This is an optimization exercise on Yosys and OpenROAD, whose aim is small area, a short achievable clock period and few clock cycles, not a production implementation.
The RTL was checked by simulation tests, not by an equivalence proof against the original design.
Power and IR drop assume default switching activity.

## config.mk

```make
export PLATFORM = sky130hd
export DESIGN_NAME = cd_stat_accum
export DESIGN_NICKNAME = cd_stat_accum
export VERILOG_FILES = /design/flow/design.v
export SDC_FILE = /design/flow/constraint.sdc
export NUM_CORES = 4
export LEC_CHECK = 0
export CAP_MARGIN = 20
export CORE_MARGIN = 2
export CORE_UTILIZATION = 40
export SLEW_MARGIN = 20
```

## constraint.sdc

```tcl
create_clock -name core_clock -period 10.0 [get_ports {clk}]
set_input_delay 2.0000 -clock core_clock [delete_from_list [all_inputs] [get_ports {clk}]]
set_output_delay 2.0000 -clock core_clock [all_outputs]
set_load 0.01 [all_outputs]
```

## design.v

```verilog
package rbm_pkg;
   localparam int ACC_W      = 32;
   localparam int ACC_FRAC   = 23;
   localparam int PROD_SHIFT = 7;
   typedef logic signed [15:0]      q1_15_t;
   typedef logic signed [ACC_W-1:0] q7_23_t;
   typedef logic signed [31:0]      q2_30_t;
   localparam q7_23_t SAT_MAX = 32'sh7FFF_FFFF;
   localparam q7_23_t SAT_MIN = 32'sh8000_0000;
   typedef logic [2:0] state_t;
   localparam state_t S_IDLE   = 3'd0;
   localparam state_t S_CLEAR  = 3'd1;
   localparam state_t S_LOAD_V = 3'd2;
   localparam state_t S_SWEEP  = 3'd3;
   localparam state_t S_DRAIN  = 3'd4;
   localparam state_t S_DONE   = 3'd5;
   typedef struct packed {
      q7_23_t sum;
      logic   sat;
   } sat_res_t;
   function automatic sat_res_t sat_add(input q7_23_t a, input q7_23_t b);
      logic signed [ACC_W:0] s;
      logic                  ov;
      s     = {a[ACC_W-1], a} + {b[ACC_W-1], b};
      ov    = (s[ACC_W] != s[ACC_W-1]);
      if (!ov) sat_add = {s[ACC_W-1:0], 1'b0};
      else     sat_add = {(s[ACC_W] ? SAT_MIN : SAT_MAX), 1'b1};
   endfunction
endpackage
module acc_mac_pipe
#(
   parameter int AW = 12
) (
   input  logic          clk,
   input  logic          rst,
   input  logic          in_valid,
   input  rbm_pkg::q1_15_t v,
   input  rbm_pkg::q1_15_t h,
   input  logic [AW-1:0] addr,
   input  logic          phase,
   input  rbm_pkg::q7_23_t rd_data,
   output logic          pending,
   output logic [AW-1:0] wr_addr,
   output rbm_pkg::q7_23_t wr_data,
   output logic [1:0]    wr_we,
   output logic          sat
);
   rbm_pkg::q2_30_t        prod_q;
   logic [AW-1:0] addr1_q;
   logic          phase1_q;
   logic          valid1_q;
   rbm_pkg::q7_23_t        inc;
   rbm_pkg::sat_res_t      res;
   assign inc     = prod_q >>> rbm_pkg::PROD_SHIFT;
   assign res     = rbm_pkg::sat_add(rd_data, inc);
   assign pending = valid1_q;
   always_ff @(posedge clk) begin
      if (rst) begin
         prod_q   <= '0;
         addr1_q  <= '0;
         phase1_q <= 1'b0;
         valid1_q <= 1'b0;
         wr_addr  <= '0;
         wr_data  <= '0;
         wr_we    <= 2'b00;
         sat      <= 1'b0;
      end else begin
         prod_q   <= rbm_pkg::q2_30_t'(v) * rbm_pkg::q2_30_t'(h);
         addr1_q  <= addr;
         phase1_q <= phase;
         valid1_q <= in_valid;
         wr_addr  <= addr1_q;
         wr_data  <= res.sum;
         wr_we    <= valid1_q ? (phase1_q ? 2'b10 : 2'b01) : 2'b00;
         sat      <= valid1_q & res.sat;
      end
   end
endmodule
module cd_stat_accum
#(
   parameter int I_TILE = 64,
   parameter int H_TILE = 64,
   parameter int AW     = $clog2(I_TILE * H_TILE)
) (
   input  logic          clk,
   input  logic          rst,
   input  logic          clear,
   input  logic          v_valid,
   output logic          v_ready,
   input  logic [15:0]   v_data,
   input  logic          v_phase,
   input  logic          h_valid,
   output logic          h_ready,
   input  logic [15:0]   h_data,
   input  logic          h_last,
   output logic [AW-1:0] acc_rd_addr,
   output logic          acc_rd_bank,
   input  logic [31:0]   acc_rd_data,
   output logic [AW-1:0] acc_wr_addr,
   output logic [31:0]   acc_wr_data,
   output logic [1:0]    acc_wr_we,
   output logic          busy,
   output logic          done,
   output logic          sat_flag
);
   localparam int IW = $clog2(I_TILE);
   localparam int HW = (H_TILE > 1) ? $clog2(H_TILE) : 1;
   rbm_pkg::state_t        state_q;
   logic [AW-1:0] k_q;
   logic [IW-1:0] vi_q;
   logic [IW-1:0] ri_q;
   logic [HW-1:0] hi_q;
   logic          row_active_q;
   rbm_pkg::q1_15_t        h_q;
   logic          hlast_q;
   logic          phase_q;
   logic          sat_flag_q;
   rbm_pkg::q1_15_t        v_rf [I_TILE];
   logic          mac_pending;
   logic [AW-1:0] mac_wr_addr;
   rbm_pkg::q7_23_t        mac_wr_data;
   logic [1:0]    mac_wr_we;
   logic          mac_sat;
   logic          clearing;
   assign acc_rd_addr = AW'(hi_q) * AW'(I_TILE) + AW'(ri_q);
   assign acc_rd_bank = phase_q;
   assign v_ready     = (state_q == rbm_pkg::S_LOAD_V);
   assign h_ready     = (state_q == rbm_pkg::S_SWEEP) && !row_active_q;
   assign busy        = (state_q != rbm_pkg::S_IDLE);
   assign done        = (state_q == rbm_pkg::S_DONE);
   assign sat_flag    = sat_flag_q;
   assign clearing    = (state_q == rbm_pkg::S_CLEAR);
   assign acc_wr_addr = clearing ? k_q : mac_wr_addr;
   assign acc_wr_data = clearing ? 32'h0 : mac_wr_data;
   assign acc_wr_we   = clearing ? 2'b11 : mac_wr_we;
   always_ff @(posedge clk) begin
      if (rst) begin
         state_q      <= rbm_pkg::S_IDLE;
         k_q          <= '0;
         vi_q         <= '0;
         ri_q         <= '0;
         hi_q         <= '0;
         row_active_q <= 1'b0;
         h_q          <= '0;
         hlast_q      <= 1'b0;
         phase_q      <= 1'b0;
         sat_flag_q   <= 1'b0;
      end else begin
         case (state_q)
            rbm_pkg::S_IDLE: begin
               if (clear) begin
                  state_q    <= rbm_pkg::S_CLEAR;
                  k_q        <= '0;
                  sat_flag_q <= 1'b0;
               end else if (v_valid) begin
                  state_q <= rbm_pkg::S_LOAD_V;
               end
            end
            rbm_pkg::S_CLEAR: begin
               k_q <= k_q + 1'b1;
               if (k_q == AW'(I_TILE * H_TILE - 1)) state_q <= rbm_pkg::S_DONE;
            end
            rbm_pkg::S_LOAD_V: begin
               if (v_valid) begin
                  if (vi_q == '0) phase_q <= v_phase;
                  if (vi_q == IW'(I_TILE - 1)) begin
                     vi_q    <= '0;
                     hi_q    <= '0;
                     state_q <= rbm_pkg::S_SWEEP;
                  end else begin
                     vi_q <= vi_q + 1'b1;
                  end
               end
            end
            rbm_pkg::S_SWEEP: begin
               if (!row_active_q) begin
                  if (h_valid) begin
                     h_q          <= h_data;
                     hlast_q      <= h_last;
                     row_active_q <= 1'b1;
                     ri_q         <= '0;
                  end
               end else if (ri_q == IW'(I_TILE - 1)) begin
                  row_active_q <= 1'b0;
                  ri_q         <= '0;
                  if (hi_q == HW'(H_TILE - 1)) begin
                     hi_q    <= '0;
                     state_q <= hlast_q ? rbm_pkg::S_DRAIN : rbm_pkg::S_LOAD_V;
                  end else begin
                     hi_q <= hi_q + 1'b1;
                  end
               end else begin
                  ri_q <= ri_q + 1'b1;
               end
            end
            rbm_pkg::S_DRAIN: if (!mac_pending) state_q <= rbm_pkg::S_DONE;
            rbm_pkg::S_DONE:  state_q <= rbm_pkg::S_IDLE;
            default: state_q <= rbm_pkg::S_IDLE;
         endcase
         if (mac_sat) sat_flag_q <= 1'b1;
      end
   end
   always_ff @(posedge clk) begin
      if (state_q == rbm_pkg::S_LOAD_V && v_valid) v_rf[vi_q] <= v_data;
   end
   acc_mac_pipe #(
      .AW(AW)
   ) u_mac (
      .clk     (clk),
      .rst     (rst),
      .in_valid((state_q == rbm_pkg::S_SWEEP) && row_active_q),
      .v       (v_rf[ri_q]),
      .h       (h_q),
      .addr    (acc_rd_addr),
      .phase   (phase_q),
      .rd_data (acc_rd_data),
      .pending (mac_pending),
      .wr_addr (mac_wr_addr),
      .wr_data (mac_wr_data),
      .wr_we   (mac_wr_we),
      .sat     (mac_sat)
   );
endmodule
```

## run.sh

```bash
#!/bin/bash
# synth_recipe.tcl (not shown) runs the flow's synth.tcl, then flattens the netlist and writes it again
# the make line also repeats each setting of config.mk as NAME=value (left out here)
make -C /OpenROAD-flow-scripts/flow DESIGN_CONFIG=/design/flow/config.mk WORK_HOME=/design/flow/orfs CLKGATE_MAP_FILE= SYNTH_SCRIPT=/design/flow/synth_recipe.tcl finish
```

==> impl_metrics.yaml <==
synthesis:
  synth_most_common_cell: "edfxtp_1"
  synth_nets: 3962
  synth_top_family_by_area: "multiplexers"
  muxShareOfSynthArea_pct: 13.1
  synthFlopType: "edfxtp_1"
  syn_avg_cell_area_sq_um: 16.0
  netlist_top_cells_count: "1024 x edfxtp_1, 311 x inv_1, 294 x mux4_2"
  netlist_instances: 3513
  synth-simple-area-share_pct: 6.63
  synth_largest_area_cell: "edfxtp_1"
  ys_seq_area_share_pct: 60.0
  synth_adder_area_share_pct: 11.9
  synth_edf_count: 1024
  ys_types: 75
  ys_async_sr_fraction_pct: 0
  synth_top_area_share_pct: 54.8
  synth_area_sq_um: 56100
  yosysWarningCount: 2
  synth-compound-area-share_pct: 3.73
  synth_xor_area_share_pct: 1.05
  synth_seq_cells: 1169
  synthTopCellsByArea: "edfxtp_1 55%, mux4_2 12%, fa_1 9.4%, dfxtp_1 5.2%, ha_1 2.6%"
setup_path:
  r2r-end: "u_mac.prod_q[27]"
  crit_type: "reg -> reg"
  end_kind: "flop"
  cp_max_fo: 23
  arrival_ps: 9680
  cp-start-kind: "flop"
  crit_required_ps: 10620
  r2r_slack_ps: 930
  worstRegToRegCells: 27
power_and_ir_drop:
  p_leak_nw: 22.1
  power.density_nw_per_um2: 180
  vdd_ir_drop_max_mv: 0.158
placement:
  post_dp_cell_area_sq_um: 59900
  hpwl_microns: 90800
  place.gp.congestion: 0.837
  numPortBuffers: 134
  place_inst: 5475
clocking:
  clk_pin_slew_worst_paths_ps: 60
  post_cts_buffers: 0
  cts_buffers: 116
  cts.repair.resized: 0
  clk_latency_ps: 750
  holdBufCountCts: 0
  clock_path_buffers: 3
  htree_levels: 3
  cts_sinks: 1169
  cts_root_buffer: "clkbuf_16"
  cts_tree: "done"
floorplan:
  core_area_sq_um: 139000
  die_area_sq_um: 143000
  start_util_pct: 40.2
  fp.dieW_microns: 378
  die_y_microns: 378
  rows: 137
  ioPinCount: 135
sta:
  hold_viol: 0
  whs_ps: 413
  period_minus_slack_ps: 9070
  max_freq_ghz: 0.110
  finalCritPeriodShare_pct: 90.7
  fin_skew_ps: 81.1
  slew-limit-headroom_pct: 29.8
  slew_violations: 0
  max_slew.worst_pin.slew_ps: 1050
  timing.setup.tns_ps: 0
  setup_viol: 0
  rsz0062_at_grt: "no"
final_layout:
  final_area_sq_um: 63700
  area_delta_synth_final_pct: 13.5
  fin_nets: 4166
  finish.utilization_pct: 45.7
  final_cells: 5693
  drive_above_1_share_pct: 16.8
drt:
  vias: 30400
  vias_per_cell: 5.34
  drt.antenna.violating_nets: 0
  wl_per_cell_microns: 24.8
  drtIter0Drc: 2833
  routed_wirelength_microns: 141000
  dr.pass1.iters: 5
  drc: 0
min_path:
  holdCritPathClass: "reg -> reg"
  worstHoldEndpoint: "u_mac.wr_we[0]"
  min_from: "u_mac.phase1_q"
  whs_path_depth: 1
global_route:
  antenna_found_initial: 8
  grt_pass1_wl_microns: 207000
  grt_pass1_vias: 30500
  grt_start_max_net_pins: 65
  track_usage_pct: 19.8
  overflow: 0
outcome:
  outcome: "timing/DRC/antenna clean"
flow_run:
  maxCapViolCount: 0
[registers in the layout, summed over array words and instances (netlist names), 2 cells and up, named ones only]
signal and cells:
u_mac.wr_we 2, k_q 12, u_mac.wr_addr 12, ri_q 6
u_mac.wr_data 32, v_rf 1024, vi_q 6, u_mac.prod_q 25
u_mac.addr1_q 12, state_q 3, hi_q 6, h_q 16
[cell families (layout without fill, tap and decap cells)]
group	count (synthesis)	count (layout)
mux	364	364
simple gates	742	742
buf+inv	485	786
fa+ha+maj	378	378
flops	1169	1169
compound gates	308	308
other cells	0	3
xor+xnor	67	67
[report_power, final]
part,switching (mW),internal (mW),leakage (nW),total (mW)
Sequential,0.0788,5.43,10.4,5.51
Combinational,0.989,0.686,9.94,1.68
Clock,1.90,2.36,1.79,4.26
[critical path, stage by stage, from the launching register on]
cell	delay [ps]
dfxtp_4	560
buf_12	270
buf_12	250
mux4_2	540
mux4_2	510
mux4_2	690
and2_1	270
fa_1	530
inv_1	60
fa_1	560
fa_1	450
fa_1	540
inv_1	50
fa_1	470
inv_1	50
fa_1	470
inv_1	40
ha_1	330
inv_1	100
o22ai_1	90
o21ai_1	120
nand2b_1	90
a221o_1	380
and2_1	190
a211oi_4	500
o21ai_4	170
or4b_1	520
nand3_1	90
[worst max-delay path by stage]
stage               startpoint          endpoint  slack (ps)  depth (start not counted)
finish                    flop  u_mac.prod_q[27]         930                         27
global route              flop  u_mac.prod_q[29]         550                         28
CTS                       flop  u_mac.prod_q[27]         880                         27
detailed placement        flop  u_mac.prod_q[29]         950                         28
global placement          flop  u_mac.prod_q[27]        1000                         27
floorplan                 flop  u_mac.prod_q[27]        1640                         29
[layout make-up]
| cell class | instances | area, sq um |
|---|---|---|
| clock inverter | 82 | 739 |
| tap | 1876 | 2350 |
| multi-input combinational | 1859 | 20400 |
| antenna | 3 | 7.51 |
| inverter | 321 | 1200 |
| clock buffer | 133 | 2970 |
| fill | 12100 | 75700 |
| timing repair buffer | 250 | 2290 |
| sequential | 1169 | 33700 |
[metrics by stage]
step	setup WS, ps	power, mW
6_report	934	11.4
5_1_grt	551	11.9
4_1_cts	883	11.5
3_5_place_dp	945	7.29
3_3_place_gp	1000	7.27
2_1_floorplan	1640	6.66
[per-layer routing]
layer | part of all wire (%) | vias up | wire length, microns | track usage, %
li1 | - | 13300 | - | -
met5 | 0.030 | - | 42 | 0
met1 | 43 | 15900 | 60400 | 27.3
met2 | 49 | 978 | 68400 | 32.6
met3 | 6.2 | 185 | 8790 | 3.36
met4 | 2.3 | 6 | 3230 | 4.83
[cell usage in the layout, fill, tap and decap left out, drive strengths merged, types with 17 or more instances in the layout]
cell / netlist / layout
o31ai: 28 / 28
nor2: 165 / 165
clkinv: 0 / 60
mux4: 294 / 294
clkdlybuf4s50: 0 / 117
nand2: 214 / 214
xnor2: 41 / 41
a21o: 39 / 39
clkbuf: 88 / 133
dfxtp: 145 / 145
nor2b: 56 / 56
edfxtp: 1024 / 1024
buf: 76 / 133
o21bai: 17 / 17
nand2b: 26 / 26
a22oi: 32 / 32
inv: 321 / 324
nand3: 37 / 37
nor3: 21 / 21
a21oi: 97 / 97
mux2i: 70 / 70
ha: 116 / 116
o21ai: 30 / 30
and2: 158 / 158
xor2: 26 / 26
fa: 262 / 262
Testbench counts, summed over its fixed seeds: cycles 304,176.

[what the ideal ports hide]
The results above use ideal ports. As a check the final layout listed here was re-extracted and re-timed, cells and wires unchanged. Step 1 sets driving cells, clkbuf_16 on the clock port and buf_2 on the other inputs (assumed; they add their load-dependent delay and slew). Step 2 times the ports against the registers' clock, not the clock port: input delays grow and output delays shrink by t, the midpoint of the rising clock arrivals with the driver on. Three values: no drivers, after step 1, after step 2; two values: the first two.
t (ns): 0.790
setup WS [ns]: 0.934 / 0.934 / 0.934
worst setup path at the end: register to register
After both steps this run still meets setup and hold. For this run, drivers alone change the setup slack by 0.000 ns; drivers and shift together by 0.000 ns.
